Source: an optimization exercise on an open RTL-to-GDS flow (aim: small area). Production flows keep margins and buffers that such runs may drop. The RTL was checked by simulation tests, not by an equivalence proof against the original design. Power and IR drop assume default switching activity.

## beaconShooter
module beaconShooter #(
	parameter int WindowCycles = 1000,
	parameter int DebounceDepth = 5,
	parameter logic [20:0] ServoPeriod = 21'd2000,
	parameter logic [20:0] RestWidthLeft = 21'd60,
	parameter logic [20:0] RestWidthRight = 21'd225,
	parameter logic [20:0] FireStep = 21'd55,
	parameter int HoldCycles = 20000,
	parameter int ScanBits = 10
) (
	input wire logic clock,
	input wire logic arstN,
	input wire logic sensorLeft,
	input wire logic sensorRight,
	output logic servoLeft,
	output logic servoRight,
	output logic [6:0] segments,
	output logic [3:0] anodes
);
	logic [10:0] periodCount;
	logic [10:0] periodCountInc;
	logic periodEnd;
	logic afterWindow;
	logic freeze;
	logic push;
	logic [2:0] pushes;           
	logic ringFull;
	logic started;
	assign periodCountInc = periodCount + 1'b1;
	assign periodEnd = (periodCount == 11'(ServoPeriod - 1));
	assign afterWindow = (periodCount[10:1] == 10'd0) ||
		(periodCount[10:1] == 10'(WindowCycles / 2));
	assign freeze = afterWindow && !periodCount[0];
	assign push = afterWindow && periodCount[0];
	assign ringFull = &pushes;
	assign started = pushes[2] | pushes[1];
	always_ff @(posedge clock or negedge arstN) begin
		if (!arstN) begin
			periodCount <= '0;
			pushes <= '0;
		end else begin
			periodCount <= periodEnd ? 11'd0 : periodCountInc;
			if (push && !ringFull) begin
				pushes <= pushes + 1'b1;
			end
		end
	end
	logic closeLeft, farLeft, closeRight, farRight;
	beaconChannel channelLeft (
		.clock(clock),
		.arstN(arstN),
		.sensor(sensorLeft),
		.freeze(freeze),
		.push(push),
		.ringFull(ringFull),
		.isClose(closeLeft),
		.isFar(farLeft)
	);
	beaconChannel channelRight (
		.clock(clock),
		.arstN(arstN),
		.sensor(sensorRight),
		.freeze(freeze),
		.push(push),
		.ringFull(ringFull),
		.isClose(closeRight),
		.isFar(farRight)
	);
	logic fireLeft, fireRight;
	logic fireLeftQ, fireRightQ;
	fireSequencer sequencer (
		.clock(clock),
		.arstN(arstN),
		.closeLeft(closeLeft),
		.closeRight(closeRight),
		.fireLeft(fireLeft),
		.fireRight(fireRight)
	);
  ...
make LEC_CHECK=0 CAP_MARGIN=20 CORE_MARGIN=2 CORE_UTILIZATION=60 CTS_BUF_LIST=sky130_fd_sc_hd__clkbuf_4 CTS_CLUSTER_DIAMETER=40 CTS_CLUSTER_SIZE=10 SLEW_MARGIN=20 finish   # period 10.0 ns
run.sh (not shown) runs the stock make flow with config.mk's settings and CLKGATE_MAP_FILE= SYNTH_SCRIPT=/design/flow/synth_recipe.tcl, a recipe that flattens the netlist after the stock synthesis.
Change:
- CTS_BUF_LIST: sky130_fd_sc_hd__clkbuf_4 -> sky130_fd_sc_hd__clkbuf_8
- CTS_CLUSTER_DIAMETER: 40 -> default
- CTS_CLUSTER_SIZE: 10 -> default
The changed run produced a clean layout.
Synthesized area is unchanged.
Design area climbs by 3.7%.
Power went up by 11%.
Wire length goes up by 3.0%.
Worst setup slack gets better by 0.14 ns.
Clock-buffer cell count is lower by 3.
Synthesized cell count does not change.
Global-route usage is higher by 0.70 points.
Sequential share of layout area is lower by 2.0 points.

---

beaconShooter, a different RTL version from the one above (not shown whole).
Size in the first run: about 17 I/O pins, roughly 6800 um2 of cells after synthesis.
clock: 10.0 ns
lec_check: 0
cap_margin: 20
core_margin: 2
core_utilization: 75
cts_buf_list: sky130_fd_sc_hd__clkbuf_4
cts_cluster_diameter: 40
cts_cluster_size: 10
slew_margin: 20
standard.sh (not shown) runs the stock make flow with config.mk's settings and CLKGATE_MAP_FILE= SYNTH_SCRIPT=/design/flow/synth_recipe.tcl, a recipe that flattens the netlist after the stock synthesis.
==> flow/flow/run.sh <==
#!/bin/bash
# Standard layout (standard.sh, standard synthesis) with four changes: CTS
# without dummy loads and with small clock buffers, the buffers left by ABC
# removed at floorplan, buf_1 as the port buffer cell (every input and output
# port still gets its own buffer), and gates with slack downsized before the
# placement repair (flow/pre_resize.tcl). The whole ORFS output goes to
# standard.log, and each step's log stays under orfs/logs.
set -e
export CTS_ARGS="-sink_clustering_enable -repair_clock_nets -buf_list sky130_fd_sc_hd__clkbuf_4 -sink_clustering_size 10 -sink_clustering_max_diameter 40 -dont_use_dummy_load"
export REMOVE_ABC_BUFFERS=1
export BUFFER_PORTS_ARGS="-buffer_cell sky130_fd_sc_hd__buf_1"
export PRE_RESIZE_TCL="$(pwd)/flow/pre_resize.tcl"
bash standard.sh > standard.log 2>&1
==> flow/flow/pre_resize.tcl <==
# Downsize gates that have slack to spare (power recovery) before the
# placement repair, which then fixes any slew or capacitance it leaves.
# The largest buffers and inverters are left out of the repairs, so that
# high-fanout nets get a tree of small buffers rather than one large one.
set_dont_use $::env(DONT_USE_CELLS)
set_dont_use {sky130_fd_sc_hd__buf_8 sky130_fd_sc_hd__buf_12 sky130_fd_sc_hd__buf_16 sky130_fd_sc_hd__bufbuf_8 sky130_fd_sc_hd__bufbuf_16 sky130_fd_sc_hd__bufinv_8 sky130_fd_sc_hd__bufinv_16 sky130_fd_sc_hd__clkbuf_8 sky130_fd_sc_hd__clkbuf_16 sky130_fd_sc_hd__clkinv_8 sky130_fd_sc_hd__clkinv_16 sky130_fd_sc_hd__inv_8 sky130_fd_sc_hd__inv_12 sky130_fd_sc_hd__inv_16}
estimate_parasitics -placement
repair_timing -recover_power 100 -verbose
Next try:
==> flow/flow/pre_resize.tcl (replaced) <==
# Downsize gates that have slack to spare (power recovery) before the
# placement repair, which then fixes any slew or capacitance it leaves.
set_dont_use $::env(DONT_USE_CELLS)
estimate_parasitics -placement
repair_timing -recover_power 100 -verbose
--- a/flow/config.mk
+++ b/flow/config.mk
@@ -10 +10 @@
-export CORE_UTILIZATION = 75
+export CORE_UTILIZATION = 60
=> Sequential share of layout area fell by 0.97 points. Design area rose by 1.5%. Routed wire length fell by 8.4%. Worst setup slack gets better by 0.33 ns. Sequential cell count is unchanged. First-iteration DRC count rose by 13%. Count of clock-buffer cells in the layout rose by 2. Synthesized cell count stays the same. Area after synthesis does not change. Non-clock buffer count stays the same. Via count fell by 0.38%.
Next try:
--- a/flow/config.mk
+++ b/flow/config.mk
@@ -10 +10 @@
-export CORE_UTILIZATION = 60
+export CORE_UTILIZATION = 75
Area after synthesis does not change. Routed wire length came out higher by 11%. Die area came out lower by 19%. Combinational power went up by 4.2%. Cell count fell by 5.6%. Critical path depth does not change.
Next try:
--- a/flow/flow/pre_resize.tcl
+++ b/flow/flow/pre_resize.tcl
@@ -2,0 +3,2 @@
+# The largest buffers and inverters are left out of the repairs, so that
+# high-fanout nets get a tree of small buffers rather than one large one.
@@ -3,0 +6 @@
+set_dont_use {sky130_fd_sc_hd__buf_8 sky130_fd_sc_hd__buf_12 sky130_fd_sc_hd__buf_16 sky130_fd_sc_hd__bufbuf_8 sky130_fd_sc_hd__bufbuf_16 sky130_fd_sc_hd__bufinv_8 sky130_fd_sc_hd__bufinv_16 sky130_fd_sc_hd__clkbuf_8 sky130_fd_sc_hd__clkbuf_16 sky130_fd_sc_hd__clkinv_8 sky130_fd_sc_hd__clkinv_16 sky130_fd_sc_hd__inv_8 sky130_fd_sc_hd__inv_12 sky130_fd_sc_hd__inv_16}
--- a/flow/config.mk
+++ b/flow/config.mk
@@ -10 +10 @@
-export CORE_UTILIZATION = 75
+export CORE_UTILIZATION = 60
Sequential power stays flat.
Register-to-register slack is better by 0.42 ns.
Combinational power drops by 4.7%.
Worst setup slack is better by 0.42 ns.
Count of clock-buffer cells in the layout climbs by 2.
Synthesized area does not change.
Die area climbs by about 24%.

afterwards: timing with drivers on the ports:
The results above use ideal ports. As a check the final layouts listed here were re-extracted and re-timed, cells and wires unchanged. Step 1, drivers: a clkbuf_16 drives clock and a buf_2 each remaining input, both assumed. Step 2 moves the port delays by t, midway between the first and last clock arrival at a register: inputs arrive t later, outputs are due t later. That takes back most of the time a late clock gives input paths. Slacks: ideal / step 1 / step 2; pairs: ideal / step 1.
run | shift t [ns] | setup slack, ns | worst register clock-pin slew, ns | worst data-port slew with drivers (ns) | cell pins on the clock port's net
the first run of note 1 | 0.659 | 5.115 / 5.082 / 5.596 | 0.11 / 0.11 | 0.03 | 1
the second run of note 1 | 0.542 | 5.258 / 5.222 / 5.598 | 0.06 / 0.06 | 0.03 | 1
the first run of note 2 | 0.590 | 3.744 / 3.744 / 3.744 | 0.11 / 0.11 | 0.03 | 1
the second run of note 2 | 0.618 | 4.073 / 4.073 / 4.073 | 0.11 / 0.11 | 0.03 | 1
the third run of note 2 | 0.597 | 3.693 / 3.693 / 3.693 | 0.11 / 0.11 | 0.03 | 1
the fourth run of note 2 | 0.619 | 4.115 / 4.115 / 4.115 | 0.10 / 0.10 | 0.03 | 1
After both steps setup and hold are still met in every run listed.
